Background: an optimization exercise with open tools, aiming at small area and a short achievable clock period. Do not read the settings as production practice. The RTL was checked by simulation tests, not by an equivalence proof against the original design.

==> flow/config.mk <==
export PLATFORM = sky130hd
export DESIGN_NAME = muldiv_ctrl
export DESIGN_NICKNAME = muldiv_ctrl
export VERILOG_FILES = /design/flow/design.v
export SDC_FILE = /design/flow/constraint.sdc
export NUM_CORES = 4
export LEC_CHECK = 0
export CAP_MARGIN = 40
export CORE_MARGIN = 2
export CORE_UTILIZATION = 40
export SLEW_MARGIN = 20
==> flow/constraint.sdc <==
create_clock -name core_clock -period 120.0 [get_ports {clk}]
set_input_delay 24.0000 -clock core_clock [delete_from_list [all_inputs] [get_ports {clk}]]
set_output_delay 24.0000 -clock core_clock [all_outputs]
set_load 0.01 [all_outputs]
==> flow/design.v <==
package md_pkg;
  localparam logic [2:0] MD_NONE  = 3'd0;
  localparam logic [2:0] MD_MULT  = 3'd1;
  localparam logic [2:0] MD_MULTU = 3'd2;
  localparam logic [2:0] MD_DIV   = 3'd3;
  localparam logic [2:0] MD_DIVU  = 3'd4;
  localparam logic [2:0] MD_MTHI  = 3'd5;
  localparam logic [2:0] MD_MTLO  = 3'd6;
  typedef enum logic {IDLE, BUSY} md_state_t;
  function automatic logic md_is_mul(input logic [2:0] op);
    md_is_mul = op == MD_MULT || op == MD_MULTU;
  endfunction
  function automatic logic md_is_div(input logic [2:0] op);
    md_is_div = op == MD_DIV || op == MD_DIVU;
  endfunction
  function automatic logic md_is_multdiv(input logic [2:0] op);
    md_is_multdiv = md_is_mul(op) || md_is_div(op);
  endfunction
endpackage
module md_arith
(
  input  logic [2:0]  op,
  input  logic [31:0] a,
  input  logic [31:0] b,
  output logic [63:0] prod,
  output logic [31:0] quot,
  output logic [31:0] rem,
  output logic        div_zero
);
  logic        sgn;
  logic [63:0] ae, be;
  logic [31:0] ma, mb, dv, q, r;
  assign sgn      = op == md_pkg::MD_MULT || op == md_pkg::MD_DIV;
  assign ae       = {{32{sgn & a[31]}}, a};
  assign be       = {{32{sgn & b[31]}}, b};
  assign prod     = ae * be;
  assign div_zero = b == 32'd0;
  assign ma       = (sgn && a[31]) ? -a : a;
  assign mb       = (sgn && b[31]) ? -b : b;
  assign dv       = div_zero ? 32'd1 : mb;
  assign q        = ma / dv;
  assign r        = ma % dv;
  assign quot     = (sgn && (a[31] ^ b[31])) ? -q : q;
  assign rem      = (sgn && a[31]) ? -r : r;
endmodule
module muldiv_ctrl
#(
  parameter int MULT_CYCLES = 5,
  parameter int DIV_CYCLES  = 10
) (
  input  logic        clk,
  input  logic        reset_n,
  input  logic        start,
  input  logic [2:0]  op,
  input  logic [31:0] a,
  input  logic [31:0] b,
  input  logic        IntReq,
  output logic        busy,
  output logic        md_stall,
  output logic [31:0] hi,
  output logic [31:0] lo
);
  md_pkg::md_state_t   state, state_d;
  logic [3:0]  cnt, cnt_d;
  logic [31:0] hi_n, lo_n, hi_d, lo_d, hi_n_d, lo_n_d, quot, rem;
  logic [63:0] prod;
  logic        div_zero, accept;
  md_arith u_arith (
    .op      (op),
    .a       (a),
    .b       (b),
    .prod    (prod),
    .quot    (quot),
    .rem     (rem),
    .div_zero(div_zero)
  );
  assign accept   = start && !IntReq && state == md_pkg::IDLE && op != md_pkg::MD_NONE;
  assign busy     = state == md_pkg::BUSY;
  assign md_stall = busy || (start && md_pkg::md_is_multdiv(op));
  always_comb begin
    state_d = state;
    cnt_d   = cnt;
    hi_d    = hi;
    lo_d    = lo;
    hi_n_d  = hi_n;
    lo_n_d  = lo_n;
    if (state == md_pkg::BUSY) begin
      cnt_d = cnt - 4'd1;
      if (cnt == 4'd0) begin
        state_d = md_pkg::IDLE;
        cnt_d   = 4'd0;
        hi_d    = hi_n;
        lo_d    = lo_n;
      end
    end else if (accept) begin
      if (md_pkg::md_is_mul(op)) begin
        {hi_n_d, lo_n_d} = prod;
        cnt_d            = 4'(MULT_CYCLES - 1);
        state_d          = md_pkg::BUSY;
      end else if (md_pkg::md_is_div(op)) begin
        hi_n_d  = div_zero ? hi : rem;
        lo_n_d  = div_zero ? lo : quot;
        cnt_d   = 4'(DIV_CYCLES - 1);
        state_d = md_pkg::BUSY;
      end else begin
        hi_d = op == md_pkg::MD_MTHI ? a : hi;
        lo_d = op == md_pkg::MD_MTLO ? a : lo;
      end
    end
  end
  always_ff @(posedge clk or negedge reset_n) begin
    if (!reset_n) begin
      state <= md_pkg::IDLE;
      cnt   <= 4'd0;
      hi    <= 32'd0;
      lo    <= 32'd0;
      hi_n  <= 32'd0;
      lo_n  <= 32'd0;
    end else begin
      state <= state_d;
      cnt   <= cnt_d;
      hi    <= hi_d;
      lo    <= lo_d;
      hi_n  <= hi_n_d;
      lo_n  <= lo_n_d;
    end
  end
endmodule
==> flow/run.sh <==
#!/bin/bash
# synth_recipe.tcl (not shown) runs the flow's synth.tcl, then flattens the netlist and writes it again
# the make line also repeats each setting of config.mk as NAME=value (left out here)
make -C /OpenROAD-flow-scripts/flow DESIGN_CONFIG=/design/flow/config.mk WORK_HOME=/design/flow/orfs CLKGATE_MAP_FILE= SYNTH_SCRIPT=/design/flow/synth_recipe.tcl finish
==> summary.md <==
| Metric | Value |
|---|---|
| Htree depth | 4 |
| WL per Instance | 30.0 um |
| Setup crit start kind | input pin |
| Crit path launch | op[2] |
| Met3 Wirelength | 40,800 um |
| Asr flop ratio synth | 100% |
| RSZ-0062 raised after global routing | false |
| Nets@finish | 12.1k |
| Slew @ Worst Pin | 1.00 ns |
| Critical R2R Launch | cnt[0] |
| Clk root buf | clkbuf_16 |
| Post-DR vias/cell | 6.13 |
| Boundary Pins | 137 |
| Drt first pass iters | 9 |
| Dominant cell type by area after synthesis | fa_1 |
| Synth cell count leaders | 1,444 x nand2_1, 1,269 x inv_1, 1,126 x fa_1, 792 x nor2_1, 747 x ha_1 |
| TritonCTS buffer count | 17 |
| Hold endpoint | lo_n[10] |
| First-pass GRT wire length | 548,000 um |
| Synth unique cells | 115 |
| Largest stage delay on the critical path | 0.78 ns |
| Iteration-0 DRC Markers | 8,996 |
| Syn nets | 12.1k |
| Critical path type | in2reg |
| Hold buffer count at CTS | 0 |
| Initial antenna violation count | 32 |
| Max Cap Viol | 0 |
| Final Cell Area | 84,800 um^2 |
| Worst path bufs/invs | 29 |
| Critical Path AT | 116.08 ns |
| Synth Warn # | 1 |
| FILL cells | 20.2k |
| Core area | 195,000 um^2 |
| Fmax | 8.64 MHz |
| Final Setup Violations | 0 |
| Primary FF master, synth | dfrtp_1 |
| Worst EP required | 120.38 ns |
| Final min period | 115.71 ns |
| Die W | 448 um |
| Layout Skew | 0.0103 ns |
| # DRC | 0 |
| RD Place Congestion | 1.12 |
| Worst Path Max Fanout | 54 |
| Met1 WL | 156,000 um |
| Row count | 162 |
| Metal2 WL | 160,000 um |
| Setup TNS | 0 ns |
| Rel. slew slack | 32.8% |
| Synthesized area | 78,800 um^2 |
| Vias | 78.7k |
| Reg2Reg Setup Slack | 117.58 ns |
| Hold WS | 0.483 ns |
| Crit. path cell count | 339 |
| Most used cell, CP | ha_1 |
| Crit-path slowest cell | o31ai_2 |
| Largest net degree at the start of global routing | 79 |
| GRT overflow | 0 |
| CP endpoint kind | flop |
| Yosys top cell area share | 28.6% |
| Gr usage total | 37.8% |
| Final hold vios | 0 |
| Critical path's top delay family | compound AO/OA/AOI/OAI gates |
| Top cells by area, synth | fa_1 29%, ha_1 12%, nand2_1 6.9%, inv_1 6.0%, a21oi_1 4.6% |
| Max Used Layer | met5 |
| Clk slew on worst S/H paths | 0.07 ns |
| Clock latency on the worst-skew pair | 0.46 ns |
| Antenna Nets Post-Route | 0 |
| Die Y | 448 um |
| FF-to-FF End | lo[20] |
| Vias in the first global route | 76.9k |
| Area Growth Syn to Fin | 7.61% |
| Mapped Avg Cell Area | 7.73 um^2 |
| Final cell count without fillers | 12.8k |
| Slew Viols, Final | 0 |
| DP Area | 83,700 um^2 |
| Clock sinks | 133 |
| Placed cell count | 12.7k |
| Seq/Total Area, Yosys | 4.23% |
| Yosys reg bits | 133 |
| Final Cycle Share | 96.4% |
| Die ar. | 200,000 um^2 |
| Layout Utilization | 43.4% |
| CTS tree | built |
| Hold crit path type | reg2reg |
| Syn Inst Count | 10.2k |
| Hold Path Cell Cnt | 2 |
| CTS Buffer Depth | 2 |
| Starting density of the core | 40.3% |
| Cells on worst reg2reg path | 8 |
| Post-synth EDFFs | 0 |
| Detailed placement HPWL | 308,000 um |
| Outcome | timing/DRC/antenna clean |
| Most common cell in the netlist | nand2_1 |
| Hold Startpoint | lo_n[10] |
| Layout cells sized above 1 | 6.86% |
| Drt total wl | 384,000 um |
| IO Port Bufs | 136 |
## flip-flops by register name (all words and copies together), names as in the netlist
name and count:
lo 32, lo_n 32, cnt 4, hi_n 32, state 1, hi 32
## placed cells by master, fill, tap and decap left out, drive strengths merged, types with 23 or more instances in the layout
master and instances:
a21o 189, nor3 202, a21oi 735, o22ai 27, o211ai 77, a31oi 120
nor2 793, nand4 72, nand3 166, diode 26, xor2 218, nand2 1444
o21a 133, or3 78, mux2i 36, mux2 47, inv 1279, buf 374
and3 74, nand2b 91, o31a 28, ha 747, clkdlybuf4s50 75, o21bai 60
dfrtp 133, o31ai 61, nor2b 94, a211oi 102, or2 46, nor4 53
fa 1126, and2 302, o21ai 414, and4 23, xnor2 343
## per-layer routing
layer  global-route usage (%)  vias up
met5                        0        -
met4                     22.2       22
met3                     9.56      948
met2                     55.3     4426
met1                     50.2    39344
li1                         -    33951
## worst max-delay path by stage
| stage | end | slack [ns] |
|---|---|---|
| after floorplan | lo_n[28] | 17.39 |
| after global placement | hi_n[31] | 0.52 |
| after detailed placement | hi_n[21] | 1.44 |
| after CTS | hi_n[21] | 1.62 |
| after global routing | hi_n[30] | 0.35 |
| final | hi_n[30] | 4.29 |
## area by class of cell
class	instances	area, um^2	share of cell area (%)
clock inverters	13	148	0.174
repair buffers	455	3610	4.26
multi-input cells	8284	69100	81.5
clock buffers	18	429	0.506
well taps	2624	3280	3.87
flip-flops and latches	133	3330	3.93
diodes	26	65.1	0.0768
inverters	1275	4790	5.65
## worst register-to-register path: stages, from the launching register on
cell and delay [ns]:
dfrtp_1 0.39, inv_1 0.08, ha_1 0.17, nand2b_1 0.09
o21a_1 0.25, nor2_4 0.45, buf_4 0.60, nor2_1 0.13
a21oi_1 0.17
## stage by stage
stage	setup slack [ns]
6_report	4.29
5_1_grt	0.351
4_1_cts	1.62
3_5_place_dp	1.44
3_3_place_gp	0.520
2_1_floorplan	17.39
## kinds of logic after synthesis
family / synth area share [%]
AOI/OAI and AO/OA: 18.6
muxes: 1.13
and+or+nand+nor: 20.7
buffers and inverters: 8.61
DFF: 4.23
adders and majority gates: 40.5
xor gates and xnor gates: 6.25
## timing repair
| action | CTS | global route |
|---|---|---|
| setup buffers | 0 | 3 |
| gates resized for setup | 0 | 48 |
| setup endpoints to repair | 0 | 64 |
| endpoints found under the hold margin | 0 | 0 |

[port drivers added, routing unchanged]
How much do the figures lean on ideal ports? The routed layout below was timed once more, with nothing changed but the port constraints. Step 1, drivers: a clkbuf_16 drives clk and a buf_2 each remaining input, both assumed. Step 2 adds t to the input delays and takes it off the output delays; t is the mean of the earliest and latest rising clock arrival at the registers after step 1. Input paths then give back, and output paths get back, about the clock's delay inside the block. a / b / c = ideal / step 1 / step 2; a / b = the first two.
t (ns): 0.524
slack for setup (ns): 4.294 / 4.271 / 3.747
latest minus earliest clock arrival (ns): 0.018 / 0.018
slew at the worst register clock pin (ns): 0.07 / 0.07
After both steps this run still meets setup and hold. The setup slack of this run moves by -0.023 ns with the drivers and by -0.547 ns with both steps.
